This design comes from an exercise in tuning for small area, a short achievable clock period and few clock cycles per item on the open sky130 flow, not from production work.
Only simulation tests tie the RTL to the original design; equivalence was not proved.

Design rational_fraction_alu, start of the top module:
module rational_fraction_alu (
    input  logic        clk,
    input  logic        rst_n,
    input  logic        in_valid,
    output logic        in_stall,
    input  logic [2:0]  in_op,
    input  logic [15:0] in_num_a,
    input  logic [15:0] in_den_a,
    input  logic [15:0] in_num_b,
    input  logic [15:0] in_den_b,
    output logic        out_valid,
    input  logic        out_stall,
    output logic [32:0] out_num,
    output logic [30:0] out_den,
    output logic        out_less,
    output logic        out_equal,
    output logic        out_fault
);
Size in the first run: about 3800 cells after synthesis, roughly 240 flip-flops, ~0.030 mm² of cells after synthesis.
clock: 10.0 ns
lec_check: 0
cap_margin: 20
core_margin: 2
core_utilization: 40
place_density: 0.6
setup_slack_margin: 5
slew_margin: 20
run.sh (not shown) runs the stock make flow with config.mk's settings and CLKGATE_MAP_FILE= SYNTH_SCRIPT=/design/flow/synth_recipe.tcl, a recipe that flattens the netlist after the stock synthesis.
Testbench counts at the start, summed over its fixed seeds: cycles 70,941, items 4,800.
Edit:
--- a/flow/design.v
+++ b/flow/design.v
@@ -35,18 +35,19 @@
 );
     localparam rfa_pkg::state_t S_IDLE = rfa_pkg::S_IDLE;
     localparam rfa_pkg::state_t S_MUL1 = rfa_pkg::S_MUL1;
     localparam rfa_pkg::state_t S_MUL2 = rfa_pkg::S_MUL2;
     localparam rfa_pkg::state_t S_MUL3 = rfa_pkg::S_MUL3;
     localparam rfa_pkg::state_t S_MUL4 = rfa_pkg::S_MUL4;
     localparam rfa_pkg::state_t S_GCD  = rfa_pkg::S_GCD;
     rfa_pkg::state_t state_reg, state_next;
     logic            ov_reg, finish, can_take;
+    logic            idle_r, gcd_r, m4_r;
     assign slot_free = !ov_reg || !out_stall;
     always_comb
     begin
         state_next = state_reg;
         finish     = 1'b0;
         unique case (state_reg)
             S_IDLE:
                 state_next = S_IDLE;
             S_MUL1:
@@ -79,33 +80,39 @@
             S_GCD:
                 if (gcd_done)
                 begin
                     finish     = 1'b1;
                     state_next = S_IDLE;
                 end
             default:
                 state_next = S_IDLE;
         endcase
-        can_take = (state_reg == S_IDLE) || (finish && state_reg != S_MUL1);
+        can_take = idle_r || (gcd_r && gcd_done) || (m4_r && is_cmp);
         take     = in_valid && can_take;
         if (take)
             state_next = S_MUL1;
     end
     always_ff @(posedge clk or negedge rst_n)
     begin
         if (!rst_n)
         begin
             state_reg <= S_IDLE;
             ov_reg    <= 1'b0;
+            idle_r    <= 1'b1;
+            gcd_r     <= 1'b0;
+            m4_r      <= 1'b0;
         end
         else
         begin
             state_reg <= state_next;
+            idle_r    <= (state_next == S_IDLE);
+            gcd_r     <= (state_next == S_GCD);
+            m4_r      <= (state_next == S_MUL4);
             if (finish)
                 ov_reg <= 1'b1;
             else if (!out_stall)
                 ov_reg <= 1'b0;
         end
     end
     assign state     = state_reg;
     assign in_stall  = !can_take;
     assign out_valid = ov_reg;
@@ -245,19 +252,19 @@
     begin
         ue     = comb_mode & u[U_W-1];
         ve     = comb_mode & v[V_W-1];
         u_ge_v = !d_uv[U_W];
         u_eq_v = (u == v);
         u_zero = (u == '0);
         sum0   = m00 + m01;
         sum1   = m10[30:0] + m11;
     end
-    logic             gcd_act, u_odd, v_odd, both_even, u_even, v_even, sub_u, sub_v;
+    logic             gcd_act, both_odd, u_odd, v_odd, both_even, u_even, v_even, sub_u, sub_v;
     logic [SH:0]      t_low;
     logic [SH_W-1:0]  sh_u, sh_v, sh_t, sh_c, shu, shv, sh0, sh1;
     logic [U_W-1:0]   u_src, u_shr;
     logic [V_W-1:0]   v_src, v_shr;
     logic [NUM_W-1:0] m00_step, m01_step;
     logic [31:0]      m10_step;
     logic [30:0]      m11_step;
     function automatic logic [SH_W-1:0] tz(input logic [SH:0] w);
         tz = SH_W'(SH);
@@ -273,32 +280,36 @@
         u_even    = !u_odd && v_odd && gcd_act;
         v_even    = u_odd && !v_odd && gcd_act;
         sub_u     = (u_odd && v_odd && gcd_act || comb_mode) && u_ge_v;
         sub_v     = (u_odd && v_odd && gcd_act || comb_mode) && !u_ge_v;
         t_low     = d_uv[SH:0];
         sh_u      = tz(u[SH:0]);
         sh_v      = tz(v[SH:0]);
         sh_t      = comb_mode ? '0 : tz(t_low);
         sh_c      = (sh_u < sh_v) ? sh_u : sh_v;
-        shu = both_even ? sh_c : u_even ? sh_u : sub_u ? sh_t : '0;
-        shv = both_even ? sh_c : v_even ? sh_v : sub_v ? sh_t : '0;
-        sh0 = u_even ? sh_u : sub_u ? sh_t : '0;
-        sh1 = v_even ? sh_v : sub_v ? sh_t : '0;
-        u_src = sub_u ? d_uv[U_W-1:0] : u;
-        v_src = sub_v ? d_vu[V_W-1:0] : v;
-        u_shr = u_src >> shu;
-        v_shr = v_src >> shv;
+        both_odd = (u_odd && v_odd && gcd_act) || comb_mode;
+        shu = both_even ? sh_c : u_even ? sh_u : both_odd ? sh_t : '0;
+        shv = both_even ? sh_c : v_even ? sh_v : both_odd ? sh_t : '0;
+        sh0 = u_even ? sh_u : both_odd ? sh_t : '0;
+        sh1 = v_even ? sh_v : both_odd ? sh_t : '0;
+        u_src = both_odd ? d_uv[U_W-1:0] : u;
+        v_src = both_odd ? d_vu[V_W-1:0] : v;
+        u_shr = sub_v ? u : (u_src >> shu);
+        v_shr = sub_u ? v : (v_src >> shv);
         m00_step = sub_v ? sum0 : (m00 << sh0);
         m10_step = sub_v ? 32'(sum1) : (m10 << sh0);
         m01_step = sub_u ? sum0 : (m01 << sh1);
         m11_step = sub_u ? sum1 : (m11 << sh1);
     end
-    assign gcd_done = u_zero || (u_odd && v_odd && u_eq_v);
+    logic zero_r;
+    always_ff @(posedge clk)
+        zero_r <= (state == S_MUL4 && u_eq_v) || (state == S_MUL3 && muldiv_r && u_zero);
+    assign gcd_done = zero_r || (u_odd && v_odd && u_eq_v);
     logic fault_in;
     always_comb
     begin
         fault_in = (in_den_a == '0) || (in_den_b == '0) || (in_op > OP_CMP)
                    || ((in_op == OP_DIV) && (in_num_b == '0));
     end
     logic init_m, arith, neg_md, x_in_v;
     always_comb
     begin
The changed run completed without violations.
Design area is higher slightly.
Worst setup slack gets better by 230 ps.
Worst hold slack is better by 110 ps.
Count of clock-buffer cells in the layout increases by 6.
Area after synthesis barely changes.
Flip-flop and latch count goes up by 4.
Routed wire length falls by a few percent.
Synthesized cell count came out higher slightly.
Critical path depth goes down by 1.
First-iteration DRC count is lower by roughly a tenth.
Testbench counts after the change, summed over its fixed seeds: cycles 70,941, items 4,800.

-- static timing again, ports no longer ideal --
Ports are ideal in the flow. The routed layouts listed here were re-timed in OpenROAD. Step 1, drivers: a clkbuf_16 drives clk and a buf_2 each remaining input, both assumed. Step 2 also shifts input and output timing later by t, the mid clock arrival at the registers, as if the neighbouring blocks saw the same clock. a / b / c = no drivers / after step 1 / after step 2; a / b = the first two.
| run | t (ns) | setup slack, ns | worst setup path after step 2 | latest minus earliest clock arrival (ns) | worst data-port slew with drivers (ns) |
|---|---|---|---|---|---|
| the first run | 0.668 | 4.843 / 4.780 / 4.691 | input to register | 0.016 / 0.016 | 0.04 |
| the second run | 0.647 | 5.073 / 5.006 / 4.948 | input to register | 0.056 / 0.056 | 0.04 |
After both steps setup and hold are still met in every run listed. The setup slack of the first run, which loses most, moves by -0.063 ns with the drivers and by -0.152 ns with both steps.
